This is an optimization exercise on Yosys and OpenROAD, whose aim is small area, not a production implementation. Function was checked by simulation only, so behaviour that the tests miss may differ from the original. Power and IR drop assume default switching activity.

==> flow/design.v <==
`timescale 1ns / 1ps
module pwm_duty_temperature_converter_top (
  input  logic               clk,
  input  logic               rst_n,
  input  logic               in_valid,
  output logic               in_stall,
  input  logic               in_pin_level,
  output logic               out_valid,
  input  logic               out_stall,
  output logic signed [14:0] out_temperature_centi,
  output logic [12:0]        out_voltage_mv,
  output logic [2:0]         out_segment,
  input  logic               cfg_valid,
  output logic               cfg_ready,
  input  logic [2:0]         cfg_index,
  input  logic [15:0]        cfg_wdata
);
  localparam logic [3:0] S_RST  = 4'd0,  S_CNT  = 4'd1,  S_VCMP = 4'd2,  S_HORN = 4'd3,
                         S_DIV  = 4'd4,  S_VPK  = 4'd5,  S_TSW  = 4'd6,  S_TS   = 4'd7,
                         S_TN   = 4'd8,  S_TD   = 4'd9,  S_TOV  = 4'd10, S_TC   = 4'd11,
                         S_TCMP = 4'd12, S_TCL  = 4'd13, S_DISP = 4'd14;
  localparam logic [15:0] W_RST  = 16'd40000;
  localparam logic [95:0] BX_RST = {16'd11312, 16'd20964, 16'd28817,
                                    16'd35015, 16'd39705, 16'd43133};
  localparam logic [13:0] M_V = 14'd10000;    
  localparam logic [10:0] M_T = 11'd2000;
  logic [3:0]  st;
  logic [3:0]  cnt;
  logic        tph;
  logic [3:0]  p;
  logic [2:0]  wc;
  logic [15:0] wr, hr, sr;
  logic [95:0] br;
  logic [31:0] acc;
  logic        c, dly, e, cs, ch, act, cw;
  logic        sg, sd, dz, ct, clamp;
  logic [2:0]  k;
  wire wend = (p == 4'd15);
  wire lo   = ~wc[0];
  wire pend = wend & wc[0];
  wire p0   = (p == 4'd0);
  wire w0 = wr[0];
  wire h0 = hr[0];
  wire s0 = sr[0];
  wire a0 = acc[0];
  wire bA = br[0];
  wire bB = br[16] & (wc != 3'd5);
  wire sb   = s0;
  wire hb   = h0;
  wire snew = sb ^ cs;
  wire hnew = hb ^ ch;
  wire m_bit = tph ? M_T[cnt] : M_V[cnt];
  wire sub   = ~e;
  wire es    = sub ^ sd;
  wire neg   = tph & (sg ^ sd) & ~dz;
  wire kmatch = (wc == k);
  wire kpass  = (wc[2:1] == k[2:1]);
  logic [12:0] base;
  always_comb begin
    case (k)
      3'd0:    base = 13'd1000;
      3'd1:    base = 13'd2000;
      3'd2:    base = 13'd3000;
      3'd3:    base = 13'd4000;
      3'd4:    base = 13'd5000;
      default: base = 13'd6000;
    endcase
  end
  wire base_b = (p < 4'd13) & base[p];
  wire [15:0] kcon = neg ? 16'hF830 : 16'h2EE0;
  logic x, y, init, ival;
  wire  cin  = init ? ival : c;
  wire  sum  = x ^ y ^ cin;
  wire  cout = (x & y) | (x & cin) | (y & cin);
  logic acc_in, hr_in, sr_in;
  always_comb begin
    x      = 1'b0;
    y      = 1'b0;
    init   = p0;
    ival   = 1'b0;
    acc_in = a0;
    hr_in  = h0;
    sr_in  = s0;
    case (st)
      S_CNT: begin
        x    = w0;
        y    = ~snew;
        if (act) begin
          sr_in = snew;
          hr_in = hnew;
        end
      end
      S_VCMP: begin
        x    = w0;
        y    = ~h0;
      end
      S_HORN: begin
        x    = (cnt == (tph ? 4'd10 : 4'd13) || (p0 && lo)) ? 1'b0 : dly;
        y    = m_bit & lo & (tph ? (h0 ^ sg) : (sg ? w0 : h0));
        init = p0 & lo;
        ival = tph & m_bit & sg;
        acc_in = sum;
      end
      S_DIV: begin
        if (lo) begin
          x = p0 ? ~e : dly;
        end else begin
          x = dly;
          y = (tph ? h0 : w0) ^ es;
          ival = es;
        end
        acc_in = sum;
      end
      S_TOV: begin
        x    = a0;
        y    = h0 ^ es;
        ival = es;
        if (!lo) acc_in = sum;
      end
      S_TS, S_TN, S_TD: begin
        x    = bA;
        y    = ~((st == S_TD) ? bB : h0);
        ival = (st != S_TS);
        if (st != S_TS && kmatch) hr_in = sum;
      end
      S_TC: begin
        x    = tph & base_b;
        y    = (~dz & a0 & ~wend) ^ neg;
        ival = (~dz & ~e) ^ neg;
        if (tph) acc_in = lo ? sum : s0;
        else if (lo) sr_in = sum;
      end
      S_TCMP: begin
        x    = a0;
        y    = ~(kcon[p] | (p0 & ~neg));
        ival = 1'b1;
      end
      S_TCL, S_RST: begin
        hr_in = 1'b0;
        sr_in = 1'b0;
        if (lo && clamp && st == S_TCL) acc_in = kcon[p];
      end
      default: ;
    endcase
  end
  wire cnt_st    = (st == S_CNT);
  wire close_now = act & ~cout;
  wire can_acc   = cnt_st & wend & ~cw & ~close_now;
  wire accept    = can_acc & in_valid;
  wire bmatch    = (wc + 3'd1 == cfg_index);
  wire cmatch    = (cfg_index == 3'd0) | (cfg_index == 3'd7) | bmatch;
  wire wr_w      = cnt_st & cw & (cfg_index == 3'd0);
  wire wr_b      = cnt_st & cw & bmatch;
  wire wbit      = cfg_wdata[p] | (p0 & (cfg_wdata == 16'd0));
  assign in_stall  = ~can_acc;
  assign cfg_ready = cnt_st & cw & wend & cmatch;
  assign out_valid = (st == S_DISP);
  assign out_temperature_centi = acc[14:0];
  assign out_voltage_mv        = acc[28:16];
  assign out_segment           = k;
  always_ff @(posedge clk) begin
    wr  <= {(st == S_RST) ? W_RST[p] : (wr_w ? wbit : w0), wr[15:1]};
    br  <= {(st == S_RST) ? BX_RST[{wc, p}] : (wr_b ? cfg_wdata[p] : bA), br[95:1]};
    hr  <= {hr_in, hr[15:1]};
    sr  <= {sr_in, sr[15:1]};
    dly <= a0;
    c   <= cout;
    cs  <= accept | (sb & cs);
    ch  <= accept ? in_pin_level : (hb & ch);
  end
  always_ff @(posedge clk) begin
    acc[31:29] <= {acc_in, acc[31:30]};
    acc[15]    <= acc[16];
    if (st != S_DISP) begin
      acc[28:16] <= acc[29:17];
      acc[14:0]  <= acc[15:1];
    end
  end
  always_ff @(posedge clk) begin
    if (!rst_n) begin
      st  <= S_RST;
      p   <= 4'd0;
      wc  <= 3'd0;
      act <= 1'b0;
      cw  <= 1'b0;
      tph <= 1'b0;
    end else begin
      p <= p + 4'd1;
      if (wend) wc <= (wc == 3'd5) ? 3'd0 : wc + 3'd1;
      case (st)
        S_RST: if (wend && wc == 3'd5) st <= S_CNT;
        S_CNT: begin
          if (wend) begin
            act <= accept;
            if (close_now) begin
              st  <= S_VCMP;
              tph <= 1'b0;
            end
            if (cw && cmatch) cw <= 1'b0;
            else if (cfg_valid && !close_now) cw <= 1'b1;
          end
        end
        S_VCMP: begin
          e  <= 1'b0;
          sd <= 1'b0;
          dz <= 1'b0;
          if (wend) sg <= ~cout;
          if (pend) begin
            st  <= S_HORN;
            cnt <= 4'd13;
          end
        end
        S_HORN: if (pend) begin
          cnt <= cnt - 4'd1;
          if (cnt == 4'd0) begin
            st  <= tph ? S_TD : S_DIV;
            cnt <= 4'd15;
          end
        end
        S_DIV: if (pend) begin
          e   <= a0 ^ sub ^ cout;
          cnt <= cnt - 4'd1;
          if (cnt == 4'd0) st <= S_TC;
        end
        S_TSW: begin
          k <= 3'd5;
          if (pend && wc == 3'd5) st <= S_TS;
        end
        S_TS: begin
          if (wend && wc != 3'd0 && !cout && k == 3'd5) k <= wc - 3'd1;
          if (pend && wc == 3'd5) st <= S_TN;
        end
        S_TN: begin
          if (wend && kmatch) sg <= ~cout;
          if (pend && kpass) begin
            st  <= S_HORN;
            cnt <= 4'd10;
          end
        end
        S_TD: begin
          e <= 1'b0;
          if (kmatch) dz <= (p0 | dz) & ~sum;
          if (wend && kmatch) sd <= ~cout;
          if (pend && kpass) st <= S_TOV;
        end
        S_TOV: if (pend) begin
          e     <= ~cout;
          clamp <= cout;
          st    <= S_DIV;
          cnt   <= 4'd15;
        end
        S_TC: begin
          if (wend && lo) ct <= cout;
          if (pend) begin
            st  <= tph ? S_TCMP : S_TSW;
            tph <= 1'b1;
          end
        end
        S_TCMP: begin
          if (wend && lo)
            clamp <= (clamp & ~dz) | (neg ? (~ct & ~cout) : (ct | cout));
          if (pend) st <= S_TCL;
        end
        S_TCL: if (pend) st <= S_DISP;
        S_DISP: if (!out_stall) st <= S_CNT;
        default: st <= S_RST;
      endcase
    end
  end
endmodule
clock: 10.0 ns
lec_check: 0
abc_area: 1
cap_margin: 20
core_margin: 2
core_utilization: 40
slew_margin: 20
standard.sh (not shown) runs the stock make flow with config.mk's settings and CLKGATE_MAP_FILE= SYNTH_SCRIPT=/design/flow/synth_recipe.tcl, a recipe that flattens the netlist after the stock synthesis.
==> flow/flow/run.sh <==
#!/bin/bash
set -euo pipefail
HERE=$(cd "$(dirname "$0")" && pwd)
export POST_FLOORPLAN_TCL="$HERE/downsize.tcl"
export BUFFER_PORTS_ARGS="-buffer_cell sky130_fd_sc_hd__buf_1"
export CTS_ARGS="-sink_clustering_enable -repair_clock_nets -buf_list sky130_fd_sc_hd__clkbuf_4 -sink_clustering_size 10 -sink_clustering_max_diameter 30 -dont_use_dummy_load"
bash standard.sh > standard.log 2>&1
==> flow/flow/downsize.tcl <==
# Swap every logic cell that synthesis sized up for the smallest cell of the
# same function (drive strength _0 or _1); timing has ample slack at 10 ns.
set db [ord::get_db]
set n 0
foreach inst [[ord::get_db_block] getInsts] {
  set name [[$inst getMaster] getName]
  if {![regexp {^(sky130_fd_sc_hd__[a-z0-9]+)_([0-9]+)$} $name -> base size]} { continue }
  if {[regexp {df|dl|clk|buf|tap|fill|decap|conb|diode} $base]} { continue }
  set best [$inst getMaster]
  set barea [expr {[$best getWidth] * [$best getHeight]}]
  foreach s {0 1} {
    set m [$db findMaster ${base}_$s]
    if {$m == "NULL"} { continue }
    set a [expr {[$m getWidth] * [$m getHeight]}]
    if {$a < $barea} { set best $m; set barea $a }
  }
  if {[$best getName] != $name} { $inst swapMaster $best; incr n }
}
puts "downsize.tcl: swapped $n cells"
Rerun with:
--- a/flow/design.v
+++ b/flow/design.v
@@ -165,8 +165,6 @@
     sr  <= {sr_in, sr[15:1]};
     dly <= a0;
     c   <= cout;
-    cs  <= accept | (sb & cs);
-    ch  <= accept ? in_pin_level : (hb & ch);
   end
   always_ff @(posedge clk) begin
     acc[31:29] <= {acc_in, acc[31:30]};
@@ -199,6 +197,13 @@
             if (cw && cmatch) cw <= 1'b0;
             else if (cfg_valid && !close_now) cw <= 1'b1;
           end
+          if (accept) begin
+            cs <= 1'b1;
+            ch <= in_pin_level;
+          end else if (act) begin
+            cs <= sb & cs;
+            ch <= hb & ch;
+          end
         end
         S_VCMP: begin
           e  <= 1'b0;
The new run finished with timing, DRC and antenna clean.
Count of clock-buffer cells in the layout decreases by 3.
Utilization increases by 0.47 points.
Worst setup slack degrades by 0.071 ns.
Flip-flop and latch count does not change.
Clock skew decreases by 0.032 ns.
Final area increases by a few percent.
Non-clock buffer count is unchanged.
Power decreases by a little under a tenth.
Worst hold slack degrades by 0.014 ns.
Global-route usage increases by 0.14 points.
Routed wire length barely changes.
Register-to-register slack degrades by 0.49 ns.

port drivers added, routing unchanged:
In the flow no input, the clock included, has a driving cell. The finished layouts below were timed again as built, in two steps.
Step 1 assumes that a clkbuf_16 drives the clock port and a buf_2 every other input.
Step 2 times the ports against the registers' clock, not the clock port: input delays grow and output delays shrink by t, the midpoint of the rising clock arrivals with the driver on.
a / b / c = no drivers / after step 1 / after step 2; a / b = the first two.
| run | t (ns) | setup slack, ns | worst register clock-pin slew, ns |
|---|---|---|---|
| the first run | 0.595 | 4.134 / 4.104 / 4.699 | 0.10 / 0.10 |
| the second run | 0.597 | 4.063 / 4.026 / 4.624 | 0.10 / 0.10 |
After both steps setup and hold are still met in every run listed.
